Context: an optimization exercise on an open-source flow, tuned for small area. The choices shown serve that exercise and are no tape-out recipe.
The RTL was checked by simulation tests, not by an equivalence proof against the original design.
No activity file was given, so power comes from the tool's default toggle rates.

## flow/run.sh

```bash
#!/bin/bash
# Own layout flow: the standard flow (standard.sh), with three changes to
# how the layout is made:
#   * synthesis: the same script (synth_recipe.tcl), but ABC maps with an
#     area-oriented script (flow/abc_area_nf.script) instead of the speed one;
#     registers are untouched (ABC only maps the combinational logic);
#   * port buffers: sky130_fd_sc_hd__buf_1 instead of the default choice;
#   * CTS: clkbuf_8 tree, smaller sink clusters, no dummy loads.
#   * floorplan: ABC buffers removed instead of a timing repair there (the
#     unbuffered area mapping has large-fanout nets that placement buffers).
# Every make step writes its own log under orfs/logs/; make's own output goes
# to flow_make.log here.
set -euo pipefail
W=$(pwd)

cp "$W/flow/abc_area_nf.script" "$W/abc_area_nf.script"
{
  echo "proc abc {args} {"
  echo "  set i [lsearch -exact \$args -script]"
  echo "  if {\$i >= 0} { lset args [expr {\$i + 1}] $W/abc_area_nf.script }"
  echo "  yosys abc {*}\$args"
  echo "}"
  cat "$W/synth_recipe.tcl"
} > "$W/my_synth.tcl"

sed "s#SYNTH_SCRIPT=$W/synth_recipe.tcl#SYNTH_SCRIPT=$W/my_synth.tcl#" standard.sh > my_standard.sh
grep -q "SYNTH_SCRIPT=$W/my_synth.tcl" my_standard.sh

bash my_standard.sh \
  REMOVE_ABC_BUFFERS=1 \
  BUFFER_PORTS_ARGS="-buffer_cell sky130_fd_sc_hd__buf_1" \
  CTS_ARGS="$(cat "$W/flow/cts_args.txt")" \
  finish > "$W/flow_make.log" 2>&1
```

## standard.sh

```bash
#!/bin/bash
# synth_recipe.tcl (not shown) runs the flow's synth.tcl, then flattens the netlist and writes it again
# the make line also repeats each setting of config.mk as NAME=value (left out here)
make -C /OpenROAD-flow-scripts/flow DESIGN_CONFIG=/design/flow/config.mk WORK_HOME=/design/flow/orfs CLKGATE_MAP_FILE= SYNTH_SCRIPT=/design/flow/synth_recipe.tcl "${@:-finish}"
```

## flow/abc_area_nf.script

```
&get -n
&st
&dch
&nf -a
&put
```

## design.v

```verilog
module dwconv_bias_buffer_pp #(
  parameter int CH = 32,
  parameter int DW = 16
) (
  input  logic                    clk,
  input  logic                    rst_n,
  input  logic                    load_en,
  input  logic                    in_valid,
  input  logic [DW-1:0]           in_data,
  output logic                    in_ready,
  input  logic                    reload,
  output logic                    load_done,
  input  logic                    r_en,
  output logic [CH*DW-1:0]        bias_out,
  output logic                    bias_valid,
  input  logic                    swap,
  output logic                    active_bank
);
  localparam int CW = $clog2(CH);
  localparam logic [1:0] S_IDLE = 2'd0;
  localparam logic [1:0] S_LOAD = 2'd1;
  localparam logic [1:0] S_FULL = 2'd2;
  localparam logic [CW-1:0] LAST_IDX = CW'(CH - 1);
  logic [1:0]       r_state;
  logic [CW-1:0]    r_idx;
  logic             r_active_bank;
  logic             r_bias_valid;
  logic             r_azero;
  logic             r_ozero;
  logic [CH*DW-1:0] r_wbank;    
  logic [CH*DW-1:0] r_abank;    
  logic [CH*DW-1:0] r_nbias;    
  logic             w_accept;
  logic             w_swap_go;
  logic             w_whold;
  logic             w_ahold;
  logic             w_ohold;
  assign w_accept  = (r_state == S_LOAD) && in_valid && !reload;
  assign w_swap_go = swap && (r_state == S_FULL) && !reload;
  assign w_whold   = !w_accept && (r_state != S_IDLE);
  assign w_ahold   = !w_swap_go && !r_azero;
  assign w_ohold   = !r_en && !r_ozero;
  always_ff @(posedge clk or posedge rst_n) begin
    if (rst_n) begin
      r_active_bank <= 1'b0;
      r_azero       <= 1'b1;
    end else if (w_swap_go) begin
      r_active_bank <= ~r_active_bank;
      r_azero       <= 1'b0;
    end
  end
  always_ff @(posedge clk or posedge rst_n) begin
    if (rst_n) begin
      r_state <= S_IDLE;
      r_idx   <= '0;
    end else if (reload) begin
      r_state <= S_IDLE;
      r_idx   <= '0;
    end else begin
      case (r_state)
        S_IDLE: begin
          r_idx <= '0;
          if (load_en) r_state <= S_LOAD;
        end
        S_LOAD: begin
          if (w_accept) begin
            if (r_idx == LAST_IDX) begin
              r_idx   <= '0;
              r_state <= S_FULL;
            end else begin
              r_idx <= r_idx + CW'(1);
            end
          end
        end
        S_FULL: begin
          if (w_swap_go) r_state <= S_IDLE;
        end
        default: r_state <= S_IDLE;
      endcase
    end
  end
  always_ff @(posedge clk) begin
    r_wbank <= ({~in_data, r_wbank[CH*DW-1:DW]} & {CH*DW{w_accept}}) |
               (r_wbank & {CH*DW{w_whold}});
  end
  always_ff @(posedge clk) begin
    r_abank <= (r_wbank & {CH*DW{w_swap_go}}) | (r_abank & {CH*DW{w_ahold}});
  end
  always_ff @(posedge clk) begin
    r_nbias <= (r_abank & {CH*DW{r_en}}) | (r_nbias & {CH*DW{w_ohold}});
  end
  always_ff @(posedge clk or posedge rst_n) begin
    if (rst_n) begin
      r_ozero      <= 1'b1;
      r_bias_valid <= 1'b0;
    end else begin
      r_bias_valid <= r_en;
      if (r_en) r_ozero <= r_azero;
    end
  end
  assign in_ready    = (r_state == S_LOAD);
  assign load_done   = (r_state == S_FULL);
  assign bias_out    = ~(r_nbias | {CH*DW{r_ozero}});
  assign bias_valid  = r_bias_valid;
  assign active_bank = r_active_bank;
endmodule
```

## constraint.sdc

```tcl
create_clock -name core_clock -period 4.0 [get_ports {clk}]
set_input_delay 0.8000 -clock core_clock [delete_from_list [all_inputs] [get_ports {clk}]]
set_output_delay 0.8000 -clock core_clock [all_outputs]
set_load 0.01 [all_outputs]
```

## config.mk

```make
export PLATFORM = sky130hd
export DESIGN_NAME = dwconv_bias_buffer_pp
export DESIGN_NICKNAME = dwconv_bias_buffer_pp
export VERILOG_FILES = /design/flow/design.v
export SDC_FILE = /design/flow/constraint.sdc
export NUM_CORES = 4
export LEC_CHECK = 0
export CAP_MARGIN = 20
export CORE_MARGIN = 2
export CORE_UTILIZATION = 65
export PLACE_DENSITY = 0.75
export SLEW_MARGIN = 20
```

## flow/cts_args.txt

```
-sink_clustering_enable -repair_clock_nets -dont_use_dummy_load -buf_list sky130_fd_sc_hd__clkbuf_8 -sink_clustering_size 16 -sink_clustering_max_diameter 60
```

==> flow_summary_export.csv, run 1 <==
group,metric,value,unit
global_routing,grt_usage,28.9,%
layout,register_area,0.0310,mm²
routing,first_iter_violations,3305,
placement,hpwl,65.5,mm
synth,yosys.cell_types.count,28,
cts,numCtsBuffers,107,
sta,setup_viol,0,
synth,synthTopCellsByCount,"dfxtp_1, a22o_1, nor2_1",
layout,multiInputGateArea,0.0157,mm²
cts,h-tree-depth,3,
cts,cts_tree,"built",
cts,cts_setup_buffers,0,
global_routing,gr-total-overflow,0,
global_routing,grt_max_degree,187,
pwr,p_sw_share,33.0,%
die,fp.coreArea,0.0712,mm²
pwr,p_int,19.5,mW
sta,fmaxAchievable,0.282,GHz
synth,yosys_warnings,1,
setup_path,reg2regPathDepth,4,
sta,clock_skew,0.0583,ns
routing,wl_met1,52.9,mm
sta,maxSlewViolCount,0,
setup_path,arrival,2.74,ns
sta,slew_headroom,31.7,%
outcome,outcome,"complete, no violations",
setup_path,worst_setup_path_start_kind,"flop",
sta,fin_crit,3.54,ns
synth,synth_top_area_share,65.9,%
global_routing,grt_pass1_wl,176,mm
layout,nFillCells,5224,
setup_path,path_class,"flop to primary output",
pwr,power_frac_clock,23.5,%
setup_path,endpoint_kind,"primary output",
placement,port_buffers,538,
synth,yosysMostFrequentCell,"dfxtp_1",
layout,syn_to_final_growth,11.9,%
pwr,seqPwrFrac,53.4,%
synth,synthArstFlopShare,0.711,%
routing,wl_met3,6.63,mm
layout,nNetsFinal,4355,
synth,yosysSeqAreaShare,66.5,%
synth,synth_ff_type,"dfxtp_1",
routing,met2_length,47.6,mm
die,initial_core_util,65.5,%
cts,cts_buffer_depth,3,
synth,synth_edf_count,0,
global_routing,grt_pass1_vias,30500,
die,pin_count,539,
synth,synth_seq_cells,1547,
routing,vias,33500,
sta,rsz0062_at_grt,"no",
die,fp.dieW,272,µm
cts,clk_latency,0.74,ns
routing,wl,111,mm
setup_path,crit_required,3.20,ns
cts,clk_pin_slew_worst_paths,0.10,ns
min_path,hold_path.class,"primary input to flop",
layout,drive_gt1_share,3.74,%
cts,root_buffer,"clkbuf_8",
synth,synth_area,0.0467,mm²
synth,synth_top_area_cell,"dfxtp_1",
routing,topRoutingLayerUsed,"met4",
routing,detail-route-antenna-nets,0,
pwr,p_switching,9.62,mW
global_routing,antenna_found_initial,2,
die,die_h,272,µm
pwr,power_density,558,mW/mm²
pwr,irDropWorstVdd,0.000593,V
synth,yosys-top-cells-area,"dfxtp_1, a22o_1, nor2_1, dfrtp_1, o2bb2ai_1",
placement,place.gp.congestion,0.826,
min_path,min_delay_path_depth,2,
setup_path,critPathMaxFanout,83,
routing,drc,0,
routing,drt_pass1_iterations,5,
placement,dp_slack,1.04,ns
synth,syn_area_per_cell,12.8,µm²
sta,setup_tns,0,ns
job,maxCapViolCount,0,
pwr,combPwrFrac,23.1,%
routing,via_per_inst,6.34,
sta,setup_slack,0.456,ns
routing,wl_per_cell,21.1,µm
pwr,p_leak,20.0,nW
sta,finalHoldViolCount,0,
sta,worst_slew_pin_slew,1.02,ns
cts,cts_sinks,1547,
die,dieArea,0.0740,mm²
sta,finalCritPeriodShare,88.6,%
synth,netlist_instances,3635,
die,row_count,98,
## area by class of cell
type	instances	area share [%]
flip-flops and latches	1547	59.4
multi-input cells	2085	30.0
repair buffers	586	5.45
clock buffers	107	2.82
well taps	950	2.28
inverters	3	0.0216
diodes	2	0.00958
## power by group through the flow
stage / clock [mW] / combinational [mW] / sequential [mW]
after global routing: 7.56 / 7.27 / 15.6
final: 6.85 / 6.74 / 15.6
after floorplan: 0 / 3.27 / 16.2
after CTS: 7.00 / 6.79 / 15.6
after global placement: 0 / 6.75 / 15.9
after detailed placement: 0 / 6.78 / 15.9
## metrics by stage
step	util, %	hold WS, ns	cells	total power, mW	area, µm²
5_1_grt	73.3	0.182	5280	30.4	52200
6_report	73.3	0.214	5280	29.1	52200
2_1_floorplan	-	0.431	3635	19.4	46700
4_1_cts	73.3	0.163	5278	29.4	52200
3_3_place_gp	71.2	0.456	5170	22.7	50800
3_5_place_dp	71.2	0.455	5170	22.7	50800
## state kept, by name, indices dropped and copies added, names as in the netlist
name and count:
r_abank 512, r_active_bank 1, r_state 2, r_ozero 1, r_bias_valid 1, r_wbank 512
r_azero 1, r_nbias 512, r_idx 5
## critical path, stage by stage (launching register included)
cell	delay (ns)
dfstp_4	1.14
buf_12	0.39
buf_4	0.24
nor2_1	0.06
buf_1	0.13
## cells by family after synthesis
| logic type | Yosys count | share of synthesized area, % |
|---|---|---|
| buffers and inverters | 3 | 0.0241 |
| DFF | 1547 | 66.5 |
| adders and majority gates | 2 | 0.0536 |
| AOI/OAI and AO/OA | 1547 | 29.0 |
| and+or+nand+nor | 534 | 4.40 |
| xor gates and xnor gates | 1 | 0.0188 |
| muxes | 1 | 0.0241 |
## per-layer routing
| metal | GRT usage [%] | up-vias |
|---|---|---|
| met5 | 0 | - |
| met4 | 10.8 | 0 |
| met3 | 4.45 | 199 |
| met2 | 41.1 | 1012 |
| met1 | 44.3 | 16700 |
| li1 | - | 15600 |
## worst paths after layout
kind / startpoint / endpoint / slack (ns)
worst min-delay path: in_data[7] / r_wbank[503] / 0.21
min in group asynchronous: rst_n / r_state[0] / 0.52
worst max register to register: r_state[1] / r_wbank[160] / 1.46
worst max-delay path: r_ozero / bias_out[311] / 0.46
max in group asynchronous: rst_n / r_azero / 3.19
worst min register to register: r_abank[415] / r_nbias[415] / 0.46
## placed cells by master, fill, tap and decap left out, drive strengths merged, types with 3 or more instances in the layout
master   synthesis  layout
a22o          1522    1522
buf              0     584
dfrtp            9       9
nor2           519     519
clkinv           3       3
o2bb2ai         16      16
dfxtp         1536    1536
clkbuf           0     108
## timing repair
action	4_1_cts	5_1_grt
endpoints found under the hold margin	9	0
resized for setup	0	0
hold buffers	1	0
==> run 2: changes to the inputs <==
--- a/config.mk
+++ b/config.mk
@@ -7,6 +7,5 @@
 export LEC_CHECK = 0
 export CAP_MARGIN = 20
 export CORE_MARGIN = 2
-export CORE_UTILIZATION = 65
-export PLACE_DENSITY = 0.75
+export CORE_UTILIZATION = 40
 export SLEW_MARGIN = 20
==> run 2 against run 1 <==
Against the previous run:
- synthesized area stayed put
- die area up 61%
- sequential share of layout area down 1.0 points
- register-to-register slack gained 0.14 ns
- first-iteration DRC count decreased by 25%
- still clean on timing, DRC and antenna
- cell area grew 1.8%
- utilization down 27 points
- fmax is 1.3% higher
- power grew 0.71%
- combinational power is 1% lower
- sequential power is essentially flat
==> flow_summary_export.csv, run 2 <==
group,metric,value,unit
global_routing,grt_usage,18.9,%
setup_path,endpoint_kind,"primary output",
synth,yosys_warnings,1,
setup_path,critical_path.slowest_cell,"dfstp_4",
routing,via_per_inst,5.56,
layout,nNetsFinal,4379,
sta,fmaxAchievable,0.286,GHz
cts,cts_tree,"built",
sta,setup_slack,0.501,ns
die,fp.dieW,346,µm
pwr,p_leak,20.2,nW
pwr,p_int,19.7,mW
pwr,power_density,552,mW/mm²
cts,clk_pin_slew_worst_paths,0.10,ns
pwr,power_frac_clock,24.4,%
pwr,p_switching,9.61,mW
setup_path,critical_path.max_stage_delay,1.15,ns
global_routing,grtUsageMet1,29.0,%
cts,cts_sinks,1547,
setup_path,path_delay_family,"flip-flops",
min_path,hold_path.class,"primary input to flop",
global_routing,antenna_found_initial,2,
layout,reg_top3,"r_abank: 512 flops, r_nbias: 512 flops, r_wbank: 512 flops",
routing,wl,118,mm
synth,yosys.cell_types.count,28,
synth,netlist_instances,3635,
placement,hpwl,70.9,mm
layout,drive_gt1_share,4.27,%
global_routing,gr-total-overflow,0,
setup_path,path_buf_inv,2,
sta,finalHoldViolCount,0,
global_routing,busiest_layer,"met1",
sta,maxSlewViolCount,0,
setup_path,path_cells,"buf_12, nor2_1, buf_1",
die,die_h,346,µm
cts,cts_buffer_depth,3,
synth,yosys-top-cells-area,"dfxtp_1, a22o_1, nor2_1, dfrtp_1, o2bb2ai_1",
die,fp.coreArea,0.116,mm²
routing,drc,0,
synth,synth_top_area_cell,"dfxtp_1",
layout,syn_to_final_growth,14.0,%
setup_path,crit_required,3.20,ns
layout,multiInputGateArea,0.0157,mm²
sta,setup_viol,0,
routing,wl_per_cell,20.2,µm
setup_path,r2r_slack,1.60,ns
synth,yosysSeqAreaShare,66.5,%
routing,detail-route-antenna-nets,0,
job,maxCapViolCount,0,
pwr,combPwrFrac,22.6,%
cts,clk_latency,0.79,ns
pwr,p_sw_share,32.7,%
global_routing,grtUsageMet2,27.4,%
layout,nFillCells,10700,
die,dieArea,0.119,mm²
placement,dp_cells,5760,
synth,synth_edf_count,0,
sta,fin_crit,3.50,ns
die,pin_count,539,
sta,setup_tns,0,ns
sta,rsz0062_at_grt,"no",
setup_path,path_class,"flop to primary output",
synth,synth_top_area_share,65.9,%
setup_path,worst_setup_path_start_kind,"flop",
sta,worst_slew_pin_slew,1.07,ns
synth,synth_seq_cells,1547,
die,initial_core_util,40.3,%
die,row_count,125,
routing,vias,32700,
placement,place.gp.congestion,0.748,
sta,finalCritPeriodShare,87.5,%
routing,first_iter_violations,2469,
routing,drt_pass1_iterations,7,
layout,layout.cells.most_common_list,"dfxtp_1, a22o_1, buf_1",
global_routing,grt_pass1_vias,30600,
synth,synth_area,0.0467,mm²
pwr,irDropWorstVdd,0.000510,V
synth,synth_ff_type,"dfxtp_1",
synth,yosysMostFrequentCell,"dfxtp_1",
global_routing,grt_max_degree,169,
global_routing,use_met3,2.88,%
cts,root_buffer,"clkbuf_8",
cts,numCtsBuffers,114,
sta,timing.hold.ws,0.173,ns
placement,port_buffers,538,
cts,h-tree-depth,3,
pwr,seqPwrFrac,53.0,%
layout,stdcell_count,5877,
setup_path,critPathMaxFanout,119,
outcome,outcome,"complete, no violations",
sta,clock_skew,0.0723,ns
placement,dp_slack,1.21,ns
synth,synthArstFlopShare,0.711,%
synth,syn_area_per_cell,12.8,µm²
synth,synthTopCellsByCount,"dfxtp_1, a22o_1, nor2_1",
global_routing,grt_pass1_wl,185,mm
layout,final_common_cell,"dfxtp_1",
setup_path,arrival,2.70,ns
sta,slew_headroom,28.7,%
layout,register_area,0.0310,mm²
run 2: cell counts after synthesis:
Identical to the previous run, type by type.
run 2: worst reg2reg max path: cells and delay by family, from the launching register on:
family                 cells  cell delay (ns)
flip-flops                 1             0.57
AO/OA/AOI/OAI              1             0.45
buffers and inverters      2             0.79
AND/OR/NAND/NOR            1             0.50
run 2: logic make-up after synthesis:
logic type	count (synthesis)	share of synthesized area [%]
AND/OR/NAND/NOR	534	4.40
XOR/XNOR	1	0.0188
buffers and inverters	3	0.0241
flip-flops	1547	66.5
AO/OA/AOI/OAI	1547	29.0
multiplexers	1	0.0241
adder cells (fa/ha/maj)	2	0.0536
run 2: area by class of cell:
type	instances	share of cell area [%]
well taps	1524	3.59
multi-input cells	2085	29.5
diodes	1	0.00471
flip-flops and latches	1547	58.3
inverters	3	0.0212
clock buffers	114	2.95
repair buffers	603	5.60
run 2: final timing paths:
path                              start       endpoint  cells after the start
max                             r_ozero  bias_out[301]                      3
min                          in_data[6]   r_wbank[502]                      2
max reg2reg                  r_state[1]   r_abank[152]                      4
min reg2reg                r_abank[299]   r_nbias[299]                      1
max in group asynchronous         rst_n        r_azero                      3
min in group asynchronous         rst_n  r_active_bank                      3
run 2: what timing repair did:
| item | in CTS | in global routing |
|---|---|---|
| setup buffers | 0 | 0 |
| hold endpoints to repair | 9 | 0 |
| gates resized for setup | 0 | 0 |
| hold buffers | 1 | 0 |
run 2: power groups by stage:
stage / logic [mW] / clock network (mW) / registers [mW]
floorplan: 3.27 / 0 / 16.2
global placement: 6.70 / 0 / 15.9
detailed placement: 6.73 / 0 / 15.9
CTS: 6.75 / 7.44 / 15.6
global route: 7.23 / 8.04 / 15.6
finish: 6.64 / 7.16 / 15.6
run 2: metrics by stage:
step	power, mW	util [%]	cell area (µm²)
after CTS	29.8	45.9	53200
after global routing	30.8	45.9	53200
final	29.4	45.9	53200
after floorplan	19.4	-	46700
after detailed placement	22.7	44.5	51600
after global placement	22.6	44.5	51600
run 2: metal layers:
metal,wire (µm),share of wire (%),vias to the layer above
li1,-,-,15700
met1,59900,51,16100
met2,50100,42,836
met3,6390,5.4,131
met4,2130,1.8,0
met5,0,0,-
==> run 3: changes to the inputs <==
--- a/config.mk
+++ b/config.mk
@@ -5,7 +5,8 @@
 export SDC_FILE = /design/flow/constraint.sdc
 export NUM_CORES = 4
 export LEC_CHECK = 0
-export CAP_MARGIN = 20
+export CAP_MARGIN = 5
 export CORE_MARGIN = 2
-export CORE_UTILIZATION = 40
-export SLEW_MARGIN = 20
+export CORE_UTILIZATION = 85
+export PLACE_DENSITY = 0.92
+export SLEW_MARGIN = 5
==> run 3 against run 2 <==
Against the previous run:
- the flow now stops in 5_1_grt
- synthesized cell count stayed put
- synthesized area stayed put
==> flow_summary_export.csv, run 3 <==
group,metric,value,unit
synth,synthMuxAreaShare,0.0241,%
synth,synth_xor_area_share,0.0188,%
placement,port_buffers,538,
synth,syn_area_per_cell,12.8,µm²
cts,cts_buffer_depth,3,
synth,synth_area,0.0467,mm²
cts,cts_sinks,1547,
synth,synth_compound_area_share,29.0,%
die,fp.dieW,238,µm
die,initial_core_util,86.4,%
cts,h-tree-depth,3,
global_routing,grt_usage,77.5,%
die,pin_count,539,
synth,synth_seq_cells,1547,
synth,yosys-top-cells-area,"dfxtp_1, a22o_1, nor2_1, dfrtp_1, o2bb2ai_1",
synth,synthArstFlopShare,0.711,%
placement,dp_cells,4929,
synth,synthTopCellsByCount,"dfxtp_1, a22o_1, nor2_1",
synth,yosysSeqAreaShare,66.5,%
synth,yosysMostFrequentCell,"dfxtp_1",
synth,yosys.cell_types.count,28,
outcome,failing_step,"5_1_grt",
cts,root_buffer,"clkbuf_8",
synth,synth_edf_count,0,
synth,synth_top_family_by_area,"compound AO/OA/AOI/OAI gates",
placement,place.gp.congestion,0.839,
synth,synth_ff_type,"dfxtp_1",
synth,yosys_warnings,1,
synth,netlist_instances,3635,
synth,yosys.area_share.simple,4.40,%
cts,numCtsBuffers,106,
global_routing,antenna_found_initial,29,
placement,hpwl,82.8,mm
global_routing,grt_max_degree,234,
cts,cts_setup_buffers,0,
synth,synth_top_area_cell,"dfxtp_1",
outcome,first-error,"[ERROR GRT-0232] Routing congestion too high. Check the congestion heatmap in the GUI.",
synth,synth_top_area_share,65.9,%
die,die_h,238,µm
global_routing,gr-total-overflow,39,
outcome,outcome,"stopped before the end",
die,row_count,85,
synth,synthAdderAreaFrac,0.0536,%
-- run 3: cell counts after synthesis --
Identical to the previous run, type by type.
-- run 3: per-stage QoR --
step	power (mW)	setup slack, ns	util (%)	hold WS, ns	cell area (µm²)
3_5_place_dp	23.0	1.05	93.5	0.456	50500
2_1_floorplan	19.4	-191.61	-	0.431	46700
3_3_place_gp	22.6	1.16	93.5	0.456	50500
4_1_cts	30.0	0.468	96.2	0.195	52000
-- run 3: per-layer routing --
metal,overflow,global-route usage (%)
met5,0,15.2
met4,18,81.5
met3,0,57.8
met2,21,95.0
met1,0,79.3
-- run 3: power groups by stage --
stage / sequential, mW / combinational (mW) / clock [mW]
4_1_cts: 15.5 / 7.53 / 6.94
2_1_floorplan: 16.2 / 3.27 / 0
3_3_place_gp: 15.9 / 6.79 / 0
3_5_place_dp: 15.9 / 7.12 / 0
-- run 3: how the worst min path moves through the flow --
stage / startpoint / end / slack, ns / cells after the start
floorplan: r_azero / r_azero / 0.43 / 2
global placement: r_wbank[2] / r_wbank[2] / 0.46 / 1
detailed placement: r_abank[145] / r_abank[145] / 0.46 / 1
CTS: in_data[6] / r_wbank[502] / 0.19 / 2
-- run 3: timing repair --
action,4_1_cts
setup endpoints to repair,0
hold buffers,1
gates resized for setup,0
hold endpoints to repair,9
-- run 3: kinds of logic after synthesis --
logic type      after synthesis
simple gates                534
compound gates             1547
xor+xnor                      1
buf+inv                       3
fa+ha+maj                     2
flops                      1547
mux                           1
==> run 4: changes to the inputs <==
--- a/config.mk
+++ b/config.mk
@@ -7,6 +7,6 @@
 export LEC_CHECK = 0
 export CAP_MARGIN = 5
 export CORE_MARGIN = 2
-export CORE_UTILIZATION = 85
-export PLACE_DENSITY = 0.92
+export CORE_UTILIZATION = 75
+export PLACE_DENSITY = 0.85
 export SLEW_MARGIN = 5
==> run 4 against run 3 <==
Against the previous run:
- the run now finishes clean
- synthesized cell count stayed put
- synthesized area stayed put
==> flow_summary_export.csv, run 4 <==
group,metric,value,unit
setup_path,critPathMaxFanout,108,
synth,yosysSeqAreaShare,66.5,%
sta,worst_slew_pin_slew,1.10,ns
synth,yosysMostFrequentCell,"dfxtp_1",
synth,synth_seq_cells,1547,
synth,synth_edf_count,0,
routing,via_per_inst,6.67,
routing,first_iter_violations,3648,
setup_path,arrival,2.64,ns
layout,drive_gt1_share,3.52,%
setup_path,path_delay_family,"flip-flops",
pwr,p_leak,19.9,nW
setup_path,path_class,"flop to primary output",
cts,postCtsResizedCells,0,
sta,fin_crit,3.44,ns
job,maxCapViolCount,0,
cts,cts_tree,"built",
die,initial_core_util,75.8,%
pwr,irDropWorstVdd,0.000515,V
synth,syn_area_per_cell,12.8,µm²
die,fp.dieW,253,µm
pwr,power_density,560,mW/mm²
die,row_count,91,
layout,syn_to_final_growth,11.1,%
die,fp.coreArea,0.0616,mm²
setup_path,path_buf_inv,3,
placement,hpwl,66.0,mm
placement,port_buffers,538,
cts,clk_pin_slew_worst_paths,0.10,ns
die,dieArea,0.0642,mm²
routing,drc,0,
outcome,outcome,"complete, no violations",
sta,clock_skew,0.0280,ns
global_routing,grt_pass1_wl,175,mm
layout,reg_top3,"r_abank: 512 flops, r_nbias: 512 flops, r_wbank: 512 flops",
synth,yosys.cell_types.count,28,
setup_path,critical_path.max_stage_delay,0.96,ns
setup_path,r2r_slack,1.58,ns
cts,numCtsBuffers,106,
placement,place.gp.congestion,0.810,
die,pin_count,539,
synth,netlist_instances,3635,
setup_path,endpoint_kind,"primary output",
synth,yosys-top-cells-area,"dfxtp_1, a22o_1, nor2_1, dfrtp_1, o2bb2ai_1",
synth,synth_top_area_share,65.9,%
sta,finalCritPeriodShare,86.0,%
cts,h-tree-depth,3,
pwr,fin_total_pwr,29.1,mW
cts,clk_latency,0.73,ns
cts,root_buffer,"clkbuf_8",
synth,yosys_warnings,1,
global_routing,grt_max_degree,192,
sta,fmaxAchievable,0.291,GHz
sta,finalHoldViolCount,0,
synth,synth_top_area_cell,"dfxtp_1",
routing,drt_pass1_iterations,5,
synth,synth_ff_type,"dfxtp_1",
sta,setup_viol,0,
setup_path,critical_path.slowest_cell,"dfstp_4",
routing,wl,113,mm
routing,vias,34400,
synth,synthArstFlopShare,0.711,%
synth,synthTopCellsByCount,"dfxtp_1, a22o_1, nor2_1",
layout,nNetsFinal,4345,
global_routing,antenna_found_initial,1,
layout,final_common_cell,"dfxtp_1",
sta,setup_tns,0,ns
routing,wl_per_cell,22.0,µm
sta,maxSlewViolCount,0,
global_routing,grt_pass1_vias,31000,
global_routing,gr-total-overflow,0,
routing,detail-route-antenna-nets,0,
cts,cts_buffer_depth,3,
global_routing,grt_usage,33.5,%
min_path,hold_path.class,"primary input to flop",
cts,cts_sinks,1547,
die,die_h,253,µm
layout,layout.cells.most_common_list,"dfxtp_1, a22o_1, buf_1",
sta,slew_headroom,26.6,%
setup_path,crit_required,3.20,ns
sta,rsz0062_at_grt,"no",
setup_path,path_cells,"buf_12, buf_4, nor2_1, buf_1",
setup_path,worst_setup_path_start_kind,"flop",
synth,synth_area,0.0467,mm²
==> run 4: cell counts after synthesis <==
Identical to the previous run, type by type.
==> run 4: final timing paths <==
kind | from | cells after the start | to
min in group asynchronous | rst_n | 3 | r_idx[0]
setup reg to reg | r_ozero | 4 | r_nbias[2]
hold reg to reg | r_abank[494] | 1 | r_nbias[494]
setup / recovery | r_ozero | 4 | bias_out[301]
hold / removal | in_data[14] | 2 | r_wbank[510]
max in group asynchronous | rst_n | 3 | r_ozero
==> run 4: routing by layer <==
layer | global-route usage [%] | vias up | wire length (µm)
li1 | - | 15500 | -
met1 | 50.0 | 17100 | 49700
met2 | 49.2 | 1500 | 50800
met3 | 5.43 | 215 | 8530
met4 | 12.7 | 0 | 4330
met5 | 0 | - | 0
==> run 4: area by class of cell <==
| cell class | instances | area (µm²) |
|---|---|---|
| clock buffers | 106 | 1460 |
| well taps | 837 | 1050 |
| diodes | 1 | 2.50 |
| inverters | 3 | 11.3 |
| fillers | 3523 | 9730 |
| repair buffers | 577 | 2630 |
| multi-input cells | 2085 | 15700 |
| flip-flops and latches | 1547 | 31000 |
==> run 4: repair_timing <==
item / CTS / global route
endpoints found under the hold margin: 9 / 0
buffers inserted: 0 / 0
hold buffers: 1 / 0
==> run 4: power breakdown <==
group	switching (mW)	internal [mW]	total (mW)
sequential	0.0910	15.4	15.5
clock	4.44	2.37	6.81
combinational	5.11	1.62	6.73
total	9.64	19.4	29.1
==> run 4: logic make-up (layout without fill, tap and decap cells) <==
kind of cell / after synthesis / in the layout / synth area share (%)
compound gates: 1547 / 1547 / 29.0
xor+xnor: 1 / 1 / 0.0188
fa+ha+maj: 2 / 2 / 0.0536
buf+inv: 3 / 686 / 0.0241
flops: 1547 / 1547 / 66.5
mux: 1 / 1 / 0.0241
other cells: 0 / 1 / 0
simple gates: 534 / 534 / 4.40
==> run 4: per-stage QoR <==
| stage | cells | worst slack (ns) | util [%] | instance area [µm²] | hold WS, ns |
|---|---|---|---|---|---|
| floorplan | 3635 | -191.61 | - | 46700 | 0.431 |
| global placement | 5048 | 1.37 | 81.8 | 50400 | 0.456 |
| detailed placement | 5048 | 1.31 | 81.8 | 50400 | 0.455 |
| CTS | 5155 | 0.527 | 84.2 | 51900 | 0.195 |
| global route | 5156 | 0.394 | 84.2 | 51900 | 0.207 |
| finish | 5156 | 0.562 | 84.2 | 51900 | 0.235 |
==> run 5: changes to the inputs <==
--- a/flow/run.sh
+++ b/flow/run.sh
@@ -5,7 +5,7 @@
 #     area-oriented script (flow/abc_area_nf.script) instead of the speed one;
 #     registers are untouched (ABC only maps the combinational logic);
 #   * port buffers: sky130_fd_sc_hd__buf_1 instead of the default choice;
-#   * CTS: clkbuf_8 tree, smaller sink clusters, no dummy loads.
+#   * CTS: clkbuf_4 tree, smaller sink clusters, no dummy loads.
 #   * floorplan: ABC buffers removed instead of a timing repair there (the
 #     unbuffered area mapping has large-fanout nets that placement buffers).
 # Every make step writes its own log under orfs/logs/; make's own output goes
==> flow/cts_args.txt (replaced) <==
-sink_clustering_enable -repair_clock_nets -dont_use_dummy_load -buf_list sky130_fd_sc_hd__clkbuf_4 -sink_clustering_size 10 -sink_clustering_max_diameter 40
==> run 5 against run 4 <==
Against the previous run:
- clock-buffer cell count up 69
- via count increased by 1.1%
- global-route usage up 0.23 points
- combinational power about the same
- sequential share of layout area is essentially flat
- wire length grew 0.25%
- register-to-register slack gained 0.03 ns
- worst hold slack got worse by 0.11 ns
- utilization increased by 0.065 points
- critical path depth unchanged
- fmax decreased by 7.9%
- largest power group unchanged
- synthesized area stayed put
==> flow_summary_export.csv, run 5 <==
group,metric,value,unit
global_routing,grt_max_degree,192,
routing,drt_pass1_iterations,5,
die,initial_core_util,75.8,%
cts,postCtsResizedCells,0,
sta,setup_tns,0,ns
job,maxCapViolCount,0,
synth,yosys_warnings,1,
sta,finalHoldViolCount,0,
cts,numCtsBuffers,175,
die,fp.dieW,253,µm
synth,synth_top_area_cell,"dfxtp_1",
cts,clk_pin_slew_worst_paths,0.10,ns
placement,port_buffers,538,
sta,fin_crit,3.73,ns
sta,slew_headroom,26.4,%
routing,drc,0,
outcome,outcome,"complete, no violations",
pwr,p_switching,9.76,mW
synth,syn_area_per_cell,12.8,µm²
routing,wl_per_cell,21.7,µm
min_path,hold_path.class,"primary input to flop",
placement,dp_slack,1.31,ns
synth,synth_area,0.0467,mm²
routing,first_iter_violations,3655,
setup_path,crit_required,3.20,ns
placement,place.gp.congestion,0.810,
pwr,p_leak,20.1,nW
pwr,seqPwrFrac,53.8,%
synth,netlist_instances,3635,
setup_path,endpoint_kind,"primary output",
setup_path,r2r_slack,1.61,ns
min_path,min_delay_path_depth,3,
synth,synth_ff_type,"dfxtp_1",
layout,nNetsFinal,4431,
setup_path,path_class,"flop to primary output",
placement,hpwl,66.0,mm
routing,detail-route-antenna-nets,0,
sta,finalCritPeriodShare,93.3,%
die,die_h,253,µm
layout,syn_to_final_growth,11.2,%
sta,clock_skew,0.0631,ns
synth,yosys-top-cells-area,"dfxtp_1, a22o_1, nor2_1, dfrtp_1, o2bb2ai_1",
pwr,p_sw_share,33.8,%
die,row_count,91,
synth,synth_edf_count,0,
synth,synthArstFlopShare,0.711,%
die,pin_count,539,
synth,yosys.cell_types.count,28,
pwr,power_frac_clock,22.7,%
cts,cts_buffer_depth,3,
cts,h-tree-depth,4,
sta,setup_viol,0,
layout,utilization,84.3,%
global_routing,grt_pass1_wl,176,mm
placement,dp_cells,5048,
sta,rsz0062_at_grt,"no",
pwr,p_int,19.1,mW
routing,vias,34800,
setup_path,worst_setup_path_start_kind,"flop",
global_routing,gr-total-overflow,0,
pwr,power_density,556,mW/mm²
global_routing,antenna_found_initial,2,
routing,via_per_inst,6.62,
sta,setup_slack,0.269,ns
setup_path,arrival,2.93,ns
global_routing,grt_usage,33.7,%
cts,cts_hold_buffers,18,
setup_path,critPathMaxFanout,108,
layout,reg_top3,"r_abank: 512 flops, r_nbias: 512 flops, r_wbank: 512 flops",
layout,final_common_cell,"dfxtp_1",
setup_path,reg2regPathDepth,4,
synth,synthTopCellsByCount,"dfxtp_1, a22o_1, nor2_1",
synth,synth_seq_cells,1547,
cts,clk_latency,1.06,ns
synth,yosysSeqAreaShare,66.5,%
layout,layout.cells.most_common_list,"dfxtp_1, a22o_1, buf_1",
layout,drive_gt1_share,5.02,%
die,fp.coreArea,0.0616,mm²
cts,cts_sinks,1547,
sta,worst_slew_pin_slew,1.10,ns
pwr,combPwrFrac,23.4,%
die,dieArea,0.0642,mm²
cts,cts_setup_buffers,0,
layout,stdcell_count,5248,
pwr,irDropWorstVdd,0.000525,V
synth,yosysMostFrequentCell,"dfxtp_1",
cts,root_buffer,"clkbuf_4",
global_routing,grt_pass1_vias,31500,
sta,maxSlewViolCount,0,
sta,fmaxAchievable,0.268,GHz
synth,synth_top_area_share,65.9,%
cts,cts_tree,"built",
routing,wl,114,mm
## run 5: final cells by class
type / count / area [µm²]
multi-input combinational: 2085 / 15700
clock buffer: 175 / 1310
antenna: 7 / 17.5
timing repair buffer: 594 / 2800
sequential: 1547 / 31000
fill: 3529 / 9690
inverter: 3 / 11.3
tap: 837 / 1050
## run 5: critical path, stage by stage (launching register included)
cell,delay (ns)
dfstp_4,0.97
buf_12,0.39
buf_4,0.27
nor2_1,0.07
buf_1,0.13
## run 5: path summary, 6_finish.rpt
check,startpoint,endpoint
setup / recovery,r_ozero,bias_out[301]
hold / removal,swap,r_state[1]
setup reg to reg,r_ozero,r_nbias[2]
hold reg to reg,r_abank[184],r_nbias[184]
max in group asynchronous,rst_n,r_ozero
min in group asynchronous,rst_n,r_idx[1]
## run 5: metal layers
| layer | track usage, % | part of all wire [%] |
|---|---|---|
| met4 | 14.5 | 3.7 |
| met5 | 0 | 0 |
| met3 | 5.68 | 7.7 |
| met1 | 50.1 | 44 |
| met2 | 48.9 | 45 |
## run 5: kinds of logic after synthesis
family	after synthesis	share of synthesized area, %
adder cells (fa/ha/maj)	2	0.0536
multiplexers	1	0.0241
AO/OA/AOI/OAI	1547	29.0
buffers and inverters	3	0.0241
AND/OR/NAND/NOR	534	4.40
XOR/XNOR	1	0.0188
flip-flops	1547	66.5
## run 5: per-stage QoR
stage,area [µm²],power [mW],hold WS (ns)
final,51900,28.8,0.122
after CTS,51900,28.9,0.0598
after detailed placement,50400,22.6,0.455
after global placement,50400,22.5,0.456
after global routing,51900,30.0,0.101
after floorplan,46700,19.4,0.431
## run 5: power groups by stage
stage | combinational [mW] | clock (mW) | sequential, mW
final | 6.76 | 6.56 | 15.5
after global routing | 7.22 | 7.23 | 15.5
after CTS | 6.73 | 6.63 | 15.5
after detailed placement | 6.70 | 0 | 15.9
after global placement | 6.66 | 0 | 15.9
after floorplan | 3.27 | 0 | 16.2
==> run 6: changes to the inputs <==
--- a/config.mk
+++ b/config.mk
@@ -5,8 +5,8 @@
 export SDC_FILE = /design/flow/constraint.sdc
 export NUM_CORES = 4
 export LEC_CHECK = 0
-export CAP_MARGIN = 5
+export CAP_MARGIN = 20
 export CORE_MARGIN = 2
 export CORE_UTILIZATION = 75
 export PLACE_DENSITY = 0.85
-export SLEW_MARGIN = 5
+export SLEW_MARGIN = 20
==> run 6 against run 5 <==
Against the previous run:
- sequential share of layout area stayed put
- cell area stayed put
- fmax stayed put
- worst hold slack stayed put
- utilization stayed put
- non-clock buffer count stayed put
- register-to-register slack hardly changed
- sequential cell count stayed put
- sequential power hardly changed
- power stayed put
- via count stayed put
- wire length stayed put
- largest power group unchanged
==> flow_summary_export.csv, run 6 <==
group,metric,value,unit
outcome,outcome,"complete, no violations",
setup_path,r2r_slack,1.61,ns
layout,layout.cells.most_common_list,"dfxtp_1, a22o_1, buf_1",
synth,synthAdderAreaFrac,0.0536,%
routing,detail-route-antenna-nets,0,
layout,reg_top3,"r_abank: 512 flops, r_nbias: 512 flops, r_wbank: 512 flops",
sta,finalCritPeriodShare,93.3,%
setup_path,arrival,2.93,ns
routing,drc,0,
sta,clock_skew,0.0631,ns
min_path,holdPathEnd,"r_state[1]",
die,initial_core_util,75.8,%
synth,synthArstFlopShare,0.711,%
layout,syn_to_final_growth,11.2,%
min_path,min_delay_path_depth,3,
synth,synth_xor_area_share,0.0188,%
routing,via_per_inst,6.62,
global_routing,antenna_found_initial,2,
cts,cts_buffer_depth,3,
sta,fin_crit,3.73,ns
cts,cts_sinks,1547,
global_routing,gr-total-overflow,0,
setup_path,endpoint_kind,"primary output",
placement,place.gp.congestion,0.810,
placement,dp_slack,1.31,ns
synth,yosys_warnings,1,
synth,synth_top_area_share,65.9,%
die,row_count,91,
synth,netlist_instances,3635,
setup_path,worst_setup_path_start_kind,"flop",
sta,rsz0062_at_grt,"no",
setup_path,path_delay_family,"flip-flops",
setup_path,critical_path.max_stage_delay,0.97,ns
die,fp.dieW,253,µm
setup_path,critPathMaxFanout,108,
die,dieArea,0.0642,mm²
synth,yosys.area_share.simple,4.40,%
layout,nNetsFinal,4431,
sta,setup_slack,0.269,ns
global_routing,grt_pass1_wl,176,mm
synth,synthMuxAreaShare,0.0241,%
synth,yosys.cell_types.count,28,
cts,cts_tree,"built",
sta,finalHoldViolCount,0,
setup_path,path_cells,"buf_12, buf_4, nor2_1, buf_1",
synth,syn_area_per_cell,12.8,µm²
sta,maxSlewViolCount,0,
synth,synth_edf_count,0,
setup_path,path_buf_inv,3,
synth,synthTopCellsByCount,"dfxtp_1, a22o_1, nor2_1",
sta,worst_slew_pin_slew,1.10,ns
cts,clk_pin_slew_worst_paths,0.10,ns
routing,drt_pass1_iterations,5,
sta,slew_headroom,26.4,%
synth,synth_seq_cells,1547,
sta,setup_tns,0,ns
setup_path,regToRegEndpoint,"r_nbias[2]",
pwr,power_density,556,mW/mm²
setup_path,regToRegStartpoint,"r_ozero",
setup_path,crit_required,3.20,ns
global_routing,grt_pass1_vias,31500,
sta,setup_viol,0,
global_routing,grt_usage,33.7,%
cts,root_buffer,"clkbuf_4",
layout,drive_gt1_share,5.02,%
die,die_h,253,µm
layout,nFillCells,3529,
placement,hpwl,66.0,mm
synth,synth_ff_type,"dfxtp_1",
synth,yosysMostFrequentCell,"dfxtp_1",
die,fp.coreArea,0.0616,mm²
pwr,irDropWorstVdd,0.000525,V
synth,yosysSeqAreaShare,66.5,%
cts,postCtsResizedCells,0,
pwr,combPwrFrac,23.4,%
cts,clk_latency,1.06,ns
cts,h-tree-depth,4,
synth,synth_top_area_cell,"dfxtp_1",
min_path,hold_path.class,"primary input to flop",
setup_path,path_class,"flop to primary output",
setup_path,reg2regPathDepth,4,
synth,synth_top_family_by_area,"compound AO/OA/AOI/OAI gates",
routing,first_iter_violations,3655,
global_routing,grt_max_degree,192,
routing,wl_per_cell,21.7,µm
layout,final_common_cell,"dfxtp_1",
cts,numCtsBuffers,175,
pwr,p_sw_share,33.8,%
routing,wl,114,mm
placement,port_buffers,538,
pwr,power_frac_clock,22.7,%
routing,vias,34800,
synth,synth_compound_area_share,29.0,%
sta,fmaxAchievable,0.268,GHz
pwr,p_int,19.1,mW
min_path,hp-start,"swap",
synth,synth_area,0.0467,mm²
synth,yosys-top-cells-area,"dfxtp_1, a22o_1, nor2_1, dfrtp_1, o2bb2ai_1",
pwr,seqPwrFrac,53.8,%
die,pin_count,539,
job,maxCapViolCount,0,
pwr,p_leak,20.1,nW
pwr,p_switching,9.76,mW
setup_path,critical_path.slowest_cell,"dfstp_4",
[run 6: cell counts in the layout (fill, tap and decap cells not counted)]
No cell type changed its count.
[run 6: how the worst max path moves through the flow]
stage	from	end	slack, ns	cells past startpoint
global placement	r_ozero	bias_out[351]	1.37	4
global route	r_ozero	bias_out[447]	0.11	4
floorplan	reload	r_abank[0]	-191.61	3
detailed placement	reload	r_wbank[129]	1.31	6
CTS	r_ozero	bias_out[343]	0.24	4
finish	r_ozero	bias_out[301]	0.27	4
[run 6: area by class of cell]
| class | count | area (µm²) | area share [%] |
|---|---|---|---|
| antenna | 7 | 17.5 | 0.0337 |
| clock buffer | 175 | 1310 | 2.53 |
| inverter | 3 | 11.3 | 0.0217 |
| multi-input combinational | 2085 | 15700 | 30.2 |
| sequential | 1547 | 31000 | 59.8 |
| tap | 837 | 1050 | 2.02 |
| timing repair buffer | 594 | 2800 | 5.40 |
[run 6: timing repair]
| action | 4_1_cts | 5_1_grt |
|---|---|---|
| buffers inserted | 0 | 0 |
| hold endpoints to repair | 28 | 0 |
| hold buffers | 18 | 0 |
[run 6: stage by stage]
stage | cell area, µm² | hold slack, ns | total power [mW] | util, % | cells
floorplan | 46700 | 0.431 | 19.4 | - | 3635
global placement | 50400 | 0.456 | 22.5 | 81.8 | 5048
detailed placement | 50400 | 0.455 | 22.6 | 81.8 | 5048
CTS | 51900 | 0.0598 | 28.9 | 84.2 | 5241
global route | 51900 | 0.101 | 30.0 | 84.3 | 5245
finish | 51900 | 0.122 | 28.8 | 84.3 | 5248
[run 6: tightest hold or removal path, stage by stage]
cell and delay, ns:
buf_1 0.10, or3_1 0.14, o31ai_1 0.07
[run 6: cell families after synthesis]
family	after synthesis
AOI/OAI and AO/OA	1547
DFF	1547
and+or+nand+nor	534
buffers and inverters	3
adders and majority gates	2
xor gates and xnor gates	1
muxes	1
[run 6: metal layers]
layer / vias up / wire, µm / GRT usage, %
met5: - / 0 / 0
met4: 0 / 4220 / 14.5
met3: 214 / 8720 / 5.68
met2: 1523 / 50600 / 48.9
met1: 17200 / 50100 / 50.1
li1: 15800 / - / -
[run 6: power by group through the flow]
stage | logic, mW | registers (mW) | clock network, mW
4_1_cts | 6.73 | 15.5 | 6.63
2_1_floorplan | 3.27 | 16.2 | 0
6_report | 6.76 | 15.5 | 6.56
3_3_place_gp | 6.66 | 15.9 | 0
3_5_place_dp | 6.70 | 15.9 | 0
5_1_grt | 7.22 | 15.5 | 7.23
==> run 7: changes to the inputs <==
--- a/config.mk
+++ b/config.mk
@@ -7,6 +7,6 @@
 export LEC_CHECK = 0
 export CAP_MARGIN = 20
 export CORE_MARGIN = 2
-export CORE_UTILIZATION = 75
-export PLACE_DENSITY = 0.85
+export CORE_UTILIZATION = 65
+export PLACE_DENSITY = 0.75
 export SLEW_MARGIN = 20
==> run 7 against run 6 <==
Against the previous run:
- non-clock buffer count increased by 10
- first-iteration DRC count down 11%
- power rose by 0.42%
- global-route usage is 4.3 points lower
- synthesized area did not move
- fmax grew 2.0%
==> flow_summary_export.csv, run 7 <==
group,metric,value,unit
setup_path,path_delay_family,"flip-flops",
synth,syn_area_per_cell,12.8,µm²
setup_path,path_cells,"buf_12, buf_4, nor2_1, buf_1",
global_routing,grt_max_degree,187,
placement,port_buffers,538,
setup_path,endpoint_kind,"primary output",
routing,wl_per_cell,21.0,µm
pwr,combPwrFrac,23.5,%
min_path,hp-start,"swap",
cts,clk_latency,1.05,ns
setup_path,arrival,2.86,ns
min_path,hold_path.class,"primary input to flop",
outcome,outcome,"complete, no violations",
die,die_h,272,µm
routing,wl,113,mm
synth,synth_seq_cells,1547,
routing,vias,33900,
pwr,seqPwrFrac,53.6,%
layout,drive_gt1_share,5.28,%
setup_path,worst_setup_path_start_kind,"flop",
setup_path,r2r_slack,1.52,ns
pwr,power_density,554,mW/mm²
die,row_count,98,
pwr,p_sw_share,33.7,%
synth,synthArstFlopShare,0.711,%
pwr,p_int,19.2,mW
synth,yosys.cell_types.count,28,
global_routing,grt_usage,29.4,%
sta,timing.hold.ws,0.163,ns
sta,fin_crit,3.66,ns
setup_path,regToRegStartpoint,"r_state[1]",
setup_path,cp.depth,4,
synth,synth_ff_type,"dfxtp_1",
cts,cts_buffer_depth,3,
layout,final_common_cell,"dfxtp_1",
die,fp.dieW,272,µm
global_routing,antenna_found_initial,2,
min_path,holdPathEnd,"r_state[1]",
cts,numCtsBuffers,177,
sta,slew_headroom,29.5,%
sta,rsz0062_at_grt,"no",
cts,cts_sinks,1547,
sta,fmaxAchievable,0.273,GHz
sta,finalCritPeriodShare,91.5,%
setup_path,critical_path.max_stage_delay,0.97,ns
pwr,power_frac_clock,22.8,%
placement,hpwl,65.5,mm
synth,synth_top_area_cell,"dfxtp_1",
routing,drc,0,
sta,setup_tns,0,ns
min_path,min_delay_path_depth,3,
layout,nFillCells,5271,
synth,yosys-top-cells-area,"dfxtp_1, a22o_1, nor2_1, dfrtp_1, o2bb2ai_1",
layout,reg_top3,"r_abank: 512 flops, r_nbias: 512 flops, r_wbank: 512 flops",
cts,cts_tree,"built",
synth,synth_area,0.0467,mm²
layout,nNetsFinal,4443,
setup_path,critPathMaxFanout,83,
routing,detail-route-antenna-nets,0,
setup_path,crit_required,3.20,ns
synth,synth_top_area_share,65.9,%
die,initial_core_util,65.5,%
synth,netlist_instances,3635,
global_routing,gr-total-overflow,0,
setup_path,path_class,"flop to primary output",
sta,worst_slew_pin_slew,1.05,ns
placement,place.gp.congestion,0.826,
setup_path,path_buf_inv,3,
synth,yosys_warnings,1,
global_routing,grt_pass1_wl,178,mm
routing,first_iter_violations,3239,
layout,layout.cells.most_common_list,"dfxtp_1, a22o_1, buf_1",
pwr,p_leak,20.2,nW
setup_path,critical_path.slowest_cell,"dfstp_4",
global_routing,grt_pass1_vias,31300,
synth,yosysMostFrequentCell,"dfxtp_1",
sta,maxSlewViolCount,0,
pwr,irDropWorstVdd,0.000596,V
pwr,p_switching,9.77,mW
cts,clk_pin_slew_worst_paths,0.10,ns
layout,utilization,73.4,%
die,dieArea,0.0740,mm²
cts,postCtsResizedCells,0,
sta,setup_viol,0,
layout,syn_to_final_growth,12.1,%
cts,h-tree-depth,4,
synth,synthTopCellsByCount,"dfxtp_1, a22o_1, nor2_1",
sta,finalHoldViolCount,0,
die,fp.coreArea,0.0712,mm²
synth,synth_edf_count,0,
die,pin_count,539,
synth,yosysSeqAreaShare,66.5,%
cts,root_buffer,"clkbuf_4",
sta,clock_skew,0.0870,ns
job,maxCapViolCount,0,
routing,drt_pass1_iterations,7,
setup_path,reg2regPathDepth,4,
routing,via_per_inst,6.31,
setup_path,regToRegEndpoint,"r_wbank[45]",
## run 7: cell counts after synthesis
No cell type changed its count.
## run 7: stage by stage
stage	area [µm²]	worst slack, ns	power (mW)	std cells
2_1_floorplan	46700	-191.61	19.4	3635
3_3_place_gp	50800	1.09	22.7	5170
3_5_place_dp	50800	1.04	22.7	5170
4_1_cts	52300	0.0174	29.1	5365
5_1_grt	52300	0.131	30.3	5372
6_report	52300	0.340	29.0	5372
## run 7: kinds of logic (layout without fill, tap and decap cells)
group,count (synthesis),after routing,share of synthesized area (%)
XOR/XNOR,1,1,0.0188
multiplexers,1,1,0.0241
AO/OA/AOI/OAI,1547,1547,29.0
other,0,6,0
buffers and inverters,3,784,0.0241
adder cells (fa/ha/maj),2,2,0.0536
flip-flops,1547,1547,66.5
AND/OR/NAND/NOR,534,534,4.40
## run 7: metal layers
layer  vias up  global-route usage, %  wire [µm]
met1     16800                   44.2      53200
li1      15800                      -          -
met2      1085                   41.7      48600
met3       197                   5.64       7150
met5         -                      0          0
met4         0                   12.0       3860
## run 7: timing repair
action / 4_1_cts / 5_1_grt
hold endpoints to repair: 28 / 0
hold buffers: 18 / 0
setup endpoints to repair: 0 / 23
setup buffers: 0 / 1
## run 7: worst max-delay path by stage
stage / slack (ns) / end / start
floorplan: -191.61 / r_abank[0] / reload
global placement: 1.09 / r_wbank[0] / reload
detailed placement: 1.04 / r_wbank[45] / reload
CTS: 0.02 / bias_out[410] / r_ozero
global route: 0.13 / bias_out[384] / r_ozero
finish: 0.34 / bias_out[410] / r_ozero
## run 7: layout make-up
type / count / area, µm² / area share, %
inverter: 3 / 11.3 / 0.0215
antenna: 6 / 15.0 / 0.0287
tap: 950 / 1190 / 2.27
timing repair buffer: 604 / 3040 / 5.81
sequential: 1547 / 31000 / 59.3
clock buffer: 177 / 1330 / 2.54
multi-input combinational: 2085 / 15700 / 30.0
## run 7: power groups by stage
stage	clock [mW]	combinational [mW]	sequential, mW
after floorplan	0	3.27	16.2
after global placement	0	6.75	15.9
after detailed placement	0	6.78	15.9
after CTS	6.77	6.81	15.6
after global routing	7.40	7.34	15.5
final	6.62	6.82	15.5
## run 7: worst register-to-register path, stage by stage, from the launching register on
cell and delay [ns]:
dfrtp_1 0.50, nor4bb_4 0.40, buf_4 0.49, buf_4 0.72, a22o_1 0.35

-- afterwards: timing with drivers on the ports --
The flow's constraints put no driver on any port. The routed layouts listed below were extracted and timed again, unchanged, in two steps.
Step 1 sets driving cells, clkbuf_16 on the clock port and buf_2 on the other inputs (assumed; they add their load-dependent delay and slew).
Step 2, shift: input delay + t, output delay - t, t = (earliest + latest rising clock arrival at the registers) / 2. This alone moves slack from input paths to output paths.
Three values: no drivers, after step 1, after step 2; two values: the first two.
run | t, ns | slack for setup (ns) | worst setup path after step 2 | worst register clock-pin slew, ns | worst data-port slew with drivers (ns)
run 1 | 0.783 | 0.456 / 0.389 / 0.970 | input to register | 0.10 / 0.10 | 0.05
run 2 | 0.827 | 0.501 / 0.434 / 1.089 | input to register | 0.10 / 0.10 | 0.05
run 4 | 0.777 | 0.562 / 0.500 / 1.132 | input to register | 0.10 / 0.10 | 0.04
run 5 | 1.089 | 0.269 / 0.203 / 1.203 | input to register | 0.11 / 0.11 | 0.03
run 6 | 1.089 | 0.269 / 0.203 / 1.203 | input to register | 0.11 / 0.11 | 0.03
run 7 | 1.086 | 0.340 / 0.277 / 0.968 | input to register | 0.11 / 0.11 | 0.05
After both steps every run listed still meets setup and hold.
